From an optimization exercise on the open Yosys and OpenROAD flow, aimed at small area, a short achievable clock period and few clock cycles per item; shortcuts taken in it are not production practice.
Only simulation tests tie the RTL to the original design; equivalence was not proved.

==> flow/config.mk <==
export PLATFORM = sky130hd
export DESIGN_NAME = clamped_pid_controller
export DESIGN_NICKNAME = clamped_pid_controller
export VERILOG_FILES = /design/flow/design.v
export SDC_FILE = /design/flow/constraint.sdc
export NUM_CORES = 4
export LEC_CHECK = 0
export CAP_MARGIN = 20
export CORE_MARGIN = 2
export CORE_UTILIZATION = 40
export SLEW_MARGIN = 20
==> flow/run.sh <==
#!/bin/bash
# synth_recipe.tcl (not shown) runs the flow's synth.tcl, then flattens the netlist and writes it again
# the make line also repeats each setting of config.mk as NAME=value (left out here)
make -C /OpenROAD-flow-scripts/flow DESIGN_CONFIG=/design/flow/config.mk WORK_HOME=/design/flow/orfs CLKGATE_MAP_FILE= SYNTH_SCRIPT=/design/flow/synth_recipe.tcl finish
==> flow/design.v <==
package cpid_pkg;
    localparam int SAMPLE_W   = 16;
    localparam int GAIN_W     = 20;
    localparam int LIMIT_W    = 15;
    localparam int DRIVE_W    = 16;
    localparam int CFG_IDX_W  = 3;
    localparam int CFG_DATA_W = 20;
    localparam int ERR_W   = SAMPLE_W + 1;
    localparam int DERR_W  = SAMPLE_W + 2;
    localparam int PROD_W  = GAIN_W + 1 + ERR_W;
    localparam int DPROD_W = GAIN_W + 1 + DERR_W;
    localparam int PD_W    = DPROD_W + 1;
    localparam logic [CFG_IDX_W-1:0] CFG_PROP_GAIN   = 3'd0;
    localparam logic [CFG_IDX_W-1:0] CFG_INTEG_GAIN  = 3'd1;
    localparam logic [CFG_IDX_W-1:0] CFG_DERIV_GAIN  = 3'd2;
    localparam logic [CFG_IDX_W-1:0] CFG_INTEG_LIMIT = 3'd3;
    localparam logic [CFG_IDX_W-1:0] CFG_OUT_LIMIT   = 3'd4;
    localparam logic [LIMIT_W-1:0] INTEG_LIMIT_RST = 15'd300;
    localparam logic [LIMIT_W-1:0] OUT_LIMIT_RST   = 15'd800;
    typedef struct packed {
        logic signed [SAMPLE_W-1:0] setpoint;
        logic signed [SAMPLE_W-1:0] measured;
        logic                       clear_integ;
    } t_in;
    typedef struct packed {
        logic signed [DRIVE_W-1:0] drive;
        logic                      out_clamped;
    } t_out;
    typedef struct packed {
        logic [GAIN_W-1:0]  prop_gain;
        logic [GAIN_W-1:0]  integ_gain;
        logic [GAIN_W-1:0]  deriv_gain;
        logic [LIMIT_W-1:0] integ_limit;
        logic [LIMIT_W-1:0] out_limit;
    } t_cfg;
    typedef struct packed {
        logic signed [PROD_W-1:0]  p_term;
        logic signed [PROD_W-1:0]  i_step;
        logic signed [DPROD_W-1:0] d_term;
        logic                      clear_integ;
    } t_prod;
endpackage
module cpid_cfg (
    input  logic                                i_clk,
    input  logic                                i_rst_n,
    input  logic                                i_cfg_we,
    input  logic [cpid_pkg::CFG_IDX_W-1:0]      i_cfg_idx,
    input  logic [cpid_pkg::CFG_DATA_W-1:0]     i_cfg_data,
    output cpid_pkg::t_cfg                      o_cfg
);
    cpid_pkg::t_cfg r_cfg;
    always_ff @(posedge i_clk) begin
        if (!i_rst_n) begin
            r_cfg.prop_gain   <= '0;
            r_cfg.integ_gain  <= '0;
            r_cfg.deriv_gain  <= '0;
            r_cfg.integ_limit <= cpid_pkg::INTEG_LIMIT_RST;
            r_cfg.out_limit   <= cpid_pkg::OUT_LIMIT_RST;
        end else if (i_cfg_we) begin
            unique case (i_cfg_idx)
                cpid_pkg::CFG_PROP_GAIN: begin
                    r_cfg.prop_gain <= i_cfg_data[cpid_pkg::GAIN_W-1:0];
                end
                cpid_pkg::CFG_INTEG_GAIN: begin
                    r_cfg.integ_gain <= i_cfg_data[cpid_pkg::GAIN_W-1:0];
                end
                cpid_pkg::CFG_DERIV_GAIN: begin
                    r_cfg.deriv_gain <= i_cfg_data[cpid_pkg::GAIN_W-1:0];
                end
                cpid_pkg::CFG_INTEG_LIMIT: begin
                    r_cfg.integ_limit <= i_cfg_data[cpid_pkg::LIMIT_W-1:0];
                end
                cpid_pkg::CFG_OUT_LIMIT: begin
                    r_cfg.out_limit <= i_cfg_data[cpid_pkg::LIMIT_W-1:0];
                end
                default: begin
                end
            endcase
        end
    end
    assign o_cfg = r_cfg;
endmodule
module cpid_front (
    input  logic              i_clk,
    input  logic              i_rst_n,
    input  cpid_pkg::t_cfg    i_cfg,
    input  logic              i_valid,
    output logic              o_stall,
    input  cpid_pkg::t_in     i_data,
    output logic              o_valid,
    input  logic              i_stall,
    output cpid_pkg::t_prod   o_prod
);
    logic                                   r_in_valid;
    cpid_pkg::t_in                          r_in;
    logic                                   r_prod_valid;
    cpid_pkg::t_prod                        r_prod;
    logic signed [cpid_pkg::ERR_W-1:0]      r_prev_err;
    logic                                   w_prod_stall;
    logic                                   w_in_stall;
    logic signed [cpid_pkg::ERR_W-1:0]      w_err;
    logic signed [cpid_pkg::DERR_W-1:0]     w_derr;
    logic signed [cpid_pkg::GAIN_W:0]       w_kp;
    logic signed [cpid_pkg::GAIN_W:0]       w_ki;
    logic signed [cpid_pkg::GAIN_W:0]       w_kd;
    cpid_pkg::t_prod                        n_prod;
    assign w_prod_stall = r_prod_valid && i_stall;
    assign w_in_stall   = r_in_valid && w_prod_stall;
    assign w_err  = $signed({r_in.setpoint[cpid_pkg::SAMPLE_W-1], r_in.setpoint})
                  - $signed({r_in.measured[cpid_pkg::SAMPLE_W-1], r_in.measured});
    assign w_derr = $signed({w_err[cpid_pkg::ERR_W-1], w_err})
                  - $signed({r_prev_err[cpid_pkg::ERR_W-1], r_prev_err});
    assign w_kp = $signed({1'b0, i_cfg.prop_gain});
    assign w_ki = $signed({1'b0, i_cfg.integ_gain});
    assign w_kd = $signed({1'b0, i_cfg.deriv_gain});
    always_comb begin
        n_prod.p_term      = w_kp * w_err;
        n_prod.i_step      = w_ki * w_err;
        n_prod.d_term      = w_kd * w_derr;
        n_prod.clear_integ = r_in.clear_integ;
    end
    always_ff @(posedge i_clk) begin
        if (!i_rst_n) begin
            r_in_valid   <= 1'b0;
            r_prod_valid <= 1'b0;
            r_prev_err   <= '0;
        end else begin
            if (!w_in_stall) begin
                r_in_valid <= i_valid;
            end
            if (!w_prod_stall) begin
                r_prod_valid <= r_in_valid;
            end
            if (r_in_valid && !w_prod_stall) begin
                r_prev_err <= w_err;
            end
        end
    end
    always_ff @(posedge i_clk) begin
        if (i_valid && !w_in_stall) begin
            r_in <= i_data;
        end
        if (r_in_valid && !w_prod_stall) begin
            r_prod <= n_prod;
        end
    end
    assign o_stall = w_in_stall;
    assign o_valid = r_prod_valid;
    assign o_prod  = r_prod;
endmodule
module cpid_integ #(
    parameter int GAIN_FRAC_BITS = 16
) (
    input  logic                                                   i_clk,
    input  logic                                                   i_rst_n,
    input  cpid_pkg::t_cfg                                         i_cfg,
    input  logic                                                   i_valid,
    output logic                                                   o_stall,
    input  cpid_pkg::t_prod                                        i_prod,
    output logic                                                   o_valid,
    input  logic                                                   i_stall,
    output logic signed [cpid_pkg::PD_W-1:0]                       o_pd,
    output logic signed [cpid_pkg::LIMIT_W+GAIN_FRAC_BITS:0]       o_integ
);
    localparam int IW  = cpid_pkg::LIMIT_W + GAIN_FRAC_BITS + 1;
    localparam int ISW = ((IW > cpid_pkg::PROD_W) ? IW : cpid_pkg::PROD_W) + 1;
    logic                                   r_valid;
    logic signed [IW-1:0]                   r_integ;
    logic signed [cpid_pkg::PD_W-1:0]       r_pd;
    logic                                   w_stall;
    logic                                   w_load;
    logic signed [IW-1:0]                   w_base;
    logic signed [ISW-1:0]                  w_isum;
    logic signed [ISW-1:0]                  w_ilim;
    logic signed [ISW-1:0]                  w_nlim;
    logic signed [IW-1:0]                   n_integ;
    logic signed [cpid_pkg::PD_W-1:0]       n_pd;
    assign w_stall = r_valid && i_stall;
    assign w_load  = i_valid && !w_stall;
    assign w_base = i_prod.clear_integ ? '0 : r_integ;
    assign w_isum = ISW'(w_base) + ISW'(i_prod.i_step);
    assign w_ilim = $signed(ISW'({i_cfg.integ_limit, {GAIN_FRAC_BITS{1'b0}}}));
    assign w_nlim = -w_ilim;
    always_comb begin
        if (w_isum > w_ilim) begin
            n_integ = IW'(w_ilim);
        end else if (w_isum < w_nlim) begin
            n_integ = IW'(w_nlim);
        end else begin
            n_integ = IW'(w_isum);
        end
    end
    assign n_pd = cpid_pkg::PD_W'(i_prod.p_term) + cpid_pkg::PD_W'(i_prod.d_term);
    always_ff @(posedge i_clk) begin
        if (!i_rst_n) begin
            r_valid <= 1'b0;
            r_integ <= '0;
        end else begin
            if (!w_stall) begin
                r_valid <= i_valid;
            end
            if (w_load) begin
                r_integ <= n_integ;
            end
        end
    end
    always_ff @(posedge i_clk) begin
        if (w_load) begin
            r_pd <= n_pd;
        end
    end
    assign o_stall = w_stall;
    assign o_valid = r_valid;
    assign o_pd    = r_pd;
    assign o_integ = r_integ;
endmodule
module cpid_out #(
    parameter int GAIN_FRAC_BITS = 16
) (
    input  logic                                                   i_clk,
    input  logic                                                   i_rst_n,
    input  cpid_pkg::t_cfg                                         i_cfg,
    input  logic                                                   i_valid,
    output logic                                                   o_stall,
    input  logic signed [cpid_pkg::PD_W-1:0]                       i_pd,
    input  logic signed [cpid_pkg::LIMIT_W+GAIN_FRAC_BITS:0]       i_integ,
    output logic                                                   o_valid,
    input  logic                                                   i_stall,
    output cpid_pkg::t_out                                         o_data
);
    localparam int IW = cpid_pkg::LIMIT_W + GAIN_FRAC_BITS + 1;
    localparam int TW = ((cpid_pkg::PD_W > IW) ? cpid_pkg::PD_W : IW) + 1;
    logic                           r_valid;
    cpid_pkg::t_out                 r_data;
    logic                           w_stall;
    logic signed [TW-1:0]           w_sum;
    logic signed [TW-1:0]           w_olim;
    logic signed [TW-1:0]           w_nlim;
    logic signed [TW-1:0]           w_clip;
    logic                           w_clamped;
    logic signed [TW-1:0]           w_floor;
    logic                           w_round_up;
    logic [TW-1:0]                  w_whole;
    cpid_pkg::t_out                 n_data;
    assign w_stall = r_valid && i_stall;
    assign w_sum  = TW'(i_pd) + TW'(i_integ);
    assign w_olim = $signed(TW'({i_cfg.out_limit, {GAIN_FRAC_BITS{1'b0}}}));
    assign w_nlim = -w_olim;
    always_comb begin
        if (w_sum > w_olim) begin
            w_clip    = w_olim;
            w_clamped = 1'b1;
        end else if (w_sum < w_nlim) begin
            w_clip    = w_nlim;
            w_clamped = 1'b1;
        end else begin
            w_clip    = w_sum;
            w_clamped = 1'b0;
        end
    end
    assign w_floor    = w_clip >>> GAIN_FRAC_BITS;
    assign w_round_up = w_clip[TW-1] && (w_clip[GAIN_FRAC_BITS-1:0] != '0);
    assign w_whole    = w_floor + TW'(w_round_up);
    always_comb begin
        n_data.drive       = w_whole[cpid_pkg::DRIVE_W-1:0];
        n_data.out_clamped = w_clamped;
    end
    always_ff @(posedge i_clk) begin
        if (!i_rst_n) begin
            r_valid <= 1'b0;
        end else if (!w_stall) begin
            r_valid <= i_valid;
        end
    end
    always_ff @(posedge i_clk) begin
        if (i_valid && !w_stall) begin
            r_data <= n_data;
        end
    end
    assign o_stall = w_stall;
    assign o_valid = r_valid;
    assign o_data  = r_data;
endmodule
module clamped_pid_controller #(
    parameter int GAIN_FRAC_BITS = 16
) (
    input  logic                                i_clk,
    input  logic                                i_rst_n,
    input  logic                                i_cfg_we,
    input  logic [cpid_pkg::CFG_IDX_W-1:0]      i_cfg_idx,
    input  logic [cpid_pkg::CFG_DATA_W-1:0]     i_cfg_data,
    input  logic                                i_valid,
    output logic                                o_stall,
    input  logic signed [cpid_pkg::SAMPLE_W-1:0] i_setpoint,
    input  logic signed [cpid_pkg::SAMPLE_W-1:0] i_measured,
    input  logic                                i_clear_integ,
    output logic                                o_valid,
    input  logic                                i_stall,
    output logic signed [cpid_pkg::DRIVE_W-1:0] o_drive,
    output logic                                o_clamped
);
    localparam int IW = cpid_pkg::LIMIT_W + GAIN_FRAC_BITS + 1;
    cpid_pkg::t_cfg                         w_cfg;
    logic                                   w_prod_valid;
    logic                                   w_prod_stall;
    cpid_pkg::t_prod                        w_prod;
    logic                                   w_sum_valid;
    logic                                   w_sum_stall;
    logic signed [cpid_pkg::PD_W-1:0]       w_pd;
    logic signed [IW-1:0]                   w_integ;
    cpid_pkg::t_in                          w_in;
    cpid_pkg::t_out                         w_out;
    always_comb begin
        w_in.setpoint    = i_setpoint;
        w_in.measured    = i_measured;
        w_in.clear_integ = i_clear_integ;
    end
    assign o_drive   = w_out.drive;
    assign o_clamped = w_out.out_clamped;
    cpid_cfg u_cfg (
        .i_clk      (i_clk),
        .i_rst_n    (i_rst_n),
        .i_cfg_we   (i_cfg_we),
        .i_cfg_idx  (i_cfg_idx),
        .i_cfg_data (i_cfg_data),
        .o_cfg      (w_cfg)
    );
    cpid_front u_front (
        .i_clk   (i_clk),
        .i_rst_n (i_rst_n),
        .i_cfg   (w_cfg),
        .i_valid (i_valid),
        .o_stall (o_stall),
        .i_data  (w_in),
        .o_valid (w_prod_valid),
        .i_stall (w_prod_stall),
        .o_prod  (w_prod)
    );
    cpid_integ #(
        .GAIN_FRAC_BITS (GAIN_FRAC_BITS)
    ) u_integ (
        .i_clk   (i_clk),
        .i_rst_n (i_rst_n),
        .i_cfg   (w_cfg),
        .i_valid (w_prod_valid),
        .o_stall (w_prod_stall),
        .i_prod  (w_prod),
        .o_valid (w_sum_valid),
        .i_stall (w_sum_stall),
        .o_pd    (w_pd),
        .o_integ (w_integ)
    );
    cpid_out #(
        .GAIN_FRAC_BITS (GAIN_FRAC_BITS)
    ) u_out (
        .i_clk   (i_clk),
        .i_rst_n (i_rst_n),
        .i_cfg   (w_cfg),
        .i_valid (w_sum_valid),
        .o_stall (w_sum_stall),
        .i_pd    (w_pd),
        .i_integ (w_integ),
        .o_valid (o_valid),
        .i_stall (i_stall),
        .o_data  (w_out)
    );
endmodule
==> flow/constraint.sdc <==
create_clock -name core_clock -period 10.0 [get_ports {i_clk}]
set_input_delay 2.0000 -clock core_clock [delete_from_list [all_inputs] [get_ports {i_clk}]]
set_output_delay 2.0000 -clock core_clock [all_outputs]
set_load 0.01 [all_outputs]
==> flow_summary.toml <==
[yosys]
synthXorXnorAreaFrac = 0.0324
ys_seq_area_frac = 0.155
synth_top_family_by_area = "adder cells"
async_reset_ff_frac = 0
netlist_area_um2 = 58300
yosysWarnings = 5
synth_adder_area_share = 0.422
synth-simple-area-share = 0.181
synth_compound_area_frac = 0.115
ys_seq_elements = 349
ys_types = 89
synth.area.mux_share = 0.00298
syn_nets = 8178
syn_area_per_cell_um2 = 8.77
synth_edf_count = 206
ys.flop_type = "edfxtp_1"
syn_inst = 6649

[timing]
final.setup.tns_ns = 0
skew_ns = 0.0253
clock.fmax_mhz = 106
fin_crit_ns = 9.48
fin_crit_sh = 0.948
relSlewSlack = 0.260
holdWs_ns = 0.452
setup_slack_ns = 0.522
finalHoldViolations = 0
maxSlewViolCount = 0
setup_viol = 0
worst_pin_slew_ns = 1.11

[finish]
finalNetCount = 8129
drive_gt1_frac = 0.0476
instances_no_fill = 8556
fillers = 14178
final_cell_mix = "inv_1, nand2_1, fa_1"
final_common_cell = "inv_1"
area_delta_synth_final_pct = 8.45

[global_route]
antenna_found_initial = 3
grt_pass1_wl_mm = 271
grt_max_degree = 93
grt_overflow_total = 0
grt_pass1_vias = 47440
grt_usage = 0.233

[place]
dp.final_hpwl_mm = 134
gp_congestion = 0.933
io_buffer_count = 79
pre_cts_ws_ns = -0.00996
place_inst = 8456

[cts]
clkLatencyLatePin_ns = 0.64
cts_tree = "built"
cts_buffers = 46
cts.clk_slew.worst_paths_ns = 0.07
clk_path_buf_depth = 3
cts_htree_levels = 2
ctsHoldBuffers = 0
clockRootBuffer = "clkbuf_16"
clkSinkCount = 349

[critical_path]
slowest_delay_ns = 0.57
timing.critical_path.mode_cell = "fa_1"
cpMaxStageDelayCell = "fa_1"
r2r_setup_slack_ns = 0.52
crit_required_ns = 10.40
cp_max_fo = 10
worstPathArrival_ns = 9.88
start_kind = "flop"
reg2regPathDepth = 36
reg2reg_to = "u_front.r_prod[36]"
critical_path.endpoint_type = "flop"
path_class = "flop to flop"
r2r_start = "u_front.r_in[1]"

[hold_path]
hold_end = "u_front.r_prod[0]"
whs_path_depth = 0
min_path_type = "flop to flop"
min-delay-start = "u_front.r_in[0]"

[floorplanning]
die_h_um = 386
dieArea_um2 = 149000
die_w_um = 386
initial_core_util = 0.402
rows = 140
ios = 80
core_area_um2 = 145000

[detailed_routing]
drt-total-wl_mm = 170
routedWlPerCell_um = 19.9
ant_nets = 0
highest_layer = "met4"
vias = 45588
remaining_drc_errors = 0
via_per_inst = 5.33
drtIter0Drc = 3098
wl_met3_mm = 9.36
met2WireLength_mm = 81.0
met1Wirelength_mm = 73.2
firstDrtPassIters = 6

[power]
fin_total_pwr_mw = 8.52
vdd_drop_max_mv = 0.183
p_leak_nw = 29.8
power_density_nw_per_um2 = 135

[run_status]
status = "timing/DRC/antenna clean"

[run]
drv_cap = 0
## critical path, delay by kind of cell, from the launching register on
family | cells | cell delay (ns)
buffers and inverters | 6 | 0.77
AOI/OAI and AO/OA | 16 | 3.09
xor gates and xnor gates | 1 | 0.13
DFF | 1 | 0.37
and+or+nand+nor | 3 | 0.55
adders and majority gates | 10 | 4.33
## report_power, final
group          internal [mW]  switching, mW  total [mW]
clock                   1.01          0.734        1.74
combinational           1.76           3.14        4.90
sequential              1.77          0.104        1.88
## registers in the layout, indices dropped and copies added (netlist names)
signal                flops
u_front.r_prod          116
u_cfg.r_cfg              90
u_integ.r_pd             40
u_front.r_in             33
u_integ.r_integ          32
u_front.r_prev_err       17
u_out.r_data             17
u_front.r_in_valid        1
u_front.r_prod_valid      1
u_integ.r_valid           1
u_out.r_valid             1
## synth_stat cells, types with 12 or more instances
| library cell | instances | area [um2] |
|---|---|---|
| mux2i_1 | 14 | 140 |
| nand2_1 | 956 | 3590 |
| o21ai_0 | 167 | 836 |
| a21oi_1 | 231 | 1160 |
| a21boi_0 | 125 | 938 |
| fa_1 | 831 | 16600 |
| dfxtp_1 | 143 | 2860 |
| or3_1 | 12 | 75.1 |
| nand3_1 | 92 | 460 |
| nor4_1 | 15 | 93.8 |
| o21a_1 | 53 | 398 |
| a21o_1 | 95 | 713 |
| a31oi_1 | 44 | 275 |
| clkbuf_1 | 301 | 1130 |
| nand2b_1 | 128 | 801 |
| a31o_2 | 12 | 105 |
| nand3b_1 | 16 | 120 |
| and3_1 | 39 | 244 |
| a211oi_1 | 32 | 240 |
| xor2_1 | 51 | 447 |
| nor2_1 | 244 | 916 |
| edfxtp_1 | 206 | 6190 |
| xnor2_1 | 165 | 1450 |
| or2_2 | 12 | 75.1 |
| nor3_1 | 77 | 385 |
| and2_1 | 293 | 1830 |
| nor3b_1 | 18 | 135 |
| nand4_1 | 66 | 413 |
| o21bai_1 | 28 | 210 |
| o22ai_1 | 28 | 175 |
| o311a_1 | 14 | 140 |
| o211ai_1 | 35 | 263 |
| o311ai_0 | 14 | 123 |
| ha_1 | 637 | 7970 |
| a21boi_1 | 13 | 97.6 |
| inv_1 | 1103 | 4140 |
| nor2b_1 | 169 | 1060 |
## layer usage
metal / global-route usage / vias to the layer above
li1: - / 21320
met1: 0.302 / 22787
met2: 0.398 / 1211
met3: 0.0321 / 270
met4: 0.0783 / 0
met5: 0 / -
## area by class of cell
type	count	area [um2]	share of cell area
antenna	1	2.50	0.0000396
clock buffer	58	1230	0.0194
clock inverter	28	312	0.00492
inverter	1104	4150	0.0656
multi-input combinational	4882	44300	0.700
sequential	349	9050	0.143
tap	1917	2400	0.0379
timing repair buffer	217	1870	0.0296
## what timing repair did
| item | in CTS | in global routing |
|---|---|---|
| resized for setup | 4 | 61 |
| pin swaps | 0 | 12 |
| cloned | 0 | 2 |
| buffers inserted | 0 | 11 |
| endpoints found under the setup margin | 5 | 37 |
## worst max path at each step
stage                              end            start
floorplan           u_front.r_prod[38]  u_front.r_in[1]
global placement    u_front.r_prod[39]  u_front.r_in[1]
detailed placement  u_front.r_prod[39]  u_front.r_in[1]
CTS                 u_front.r_prod[38]  u_front.r_in[1]
global route        u_front.r_prod[39]  u_front.r_in[1]
finish              u_front.r_prod[36]  u_front.r_in[1]
## stage by stage
step           area [um2]  utilization
5_1_grt             63300        0.436
4_1_cts             63000        0.434
6_report            63300        0.436
3_5_place_dp        61500        0.423
3_3_place_gp        61500        0.423
2_1_floorplan       58300            -
## logic make-up (layout without fill, tap and decap cells)
| kind of cell | after synthesis | in the layout |
|---|---|---|
| buf+inv | 1418 | 1407 |
| simple gates | 2174 | 2174 |
| flops | 349 | 349 |
| other cells | 0 | 1 |
| mux | 17 | 17 |
| compound gates | 1007 | 1007 |
| fa+ha+maj | 1468 | 1468 |
| xor+xnor | 216 | 216 |
Testbench counts, summed over its fixed seeds: cycles 12,032, items 12,000.

what the ideal ports hide:
In the flow no input, the clock included, has a driving cell. The finished layout below was timed again as built, in two steps.
Step 1, drivers: a clkbuf_16 drives i_clk and a buf_2 each remaining input, both assumed.
Step 2, shift: input delay + t, output delay - t, t = (earliest + latest rising clock arrival at the registers) / 2. This alone moves slack from input paths to output paths.
Three values: ideal ports, drivers, drivers and shift; two values: the first two.
t (ns): 0.709
setup slack, ns: 0.522 / 0.522 / 0.522
clock arrival spread, ns: 0.031 / 0.030
worst data-port slew with drivers (ns): 0.17
After both steps this run still meets setup and hold. For this run, drivers alone change the setup slack by 0.000 ns; drivers and shift together by 0.000 ns.
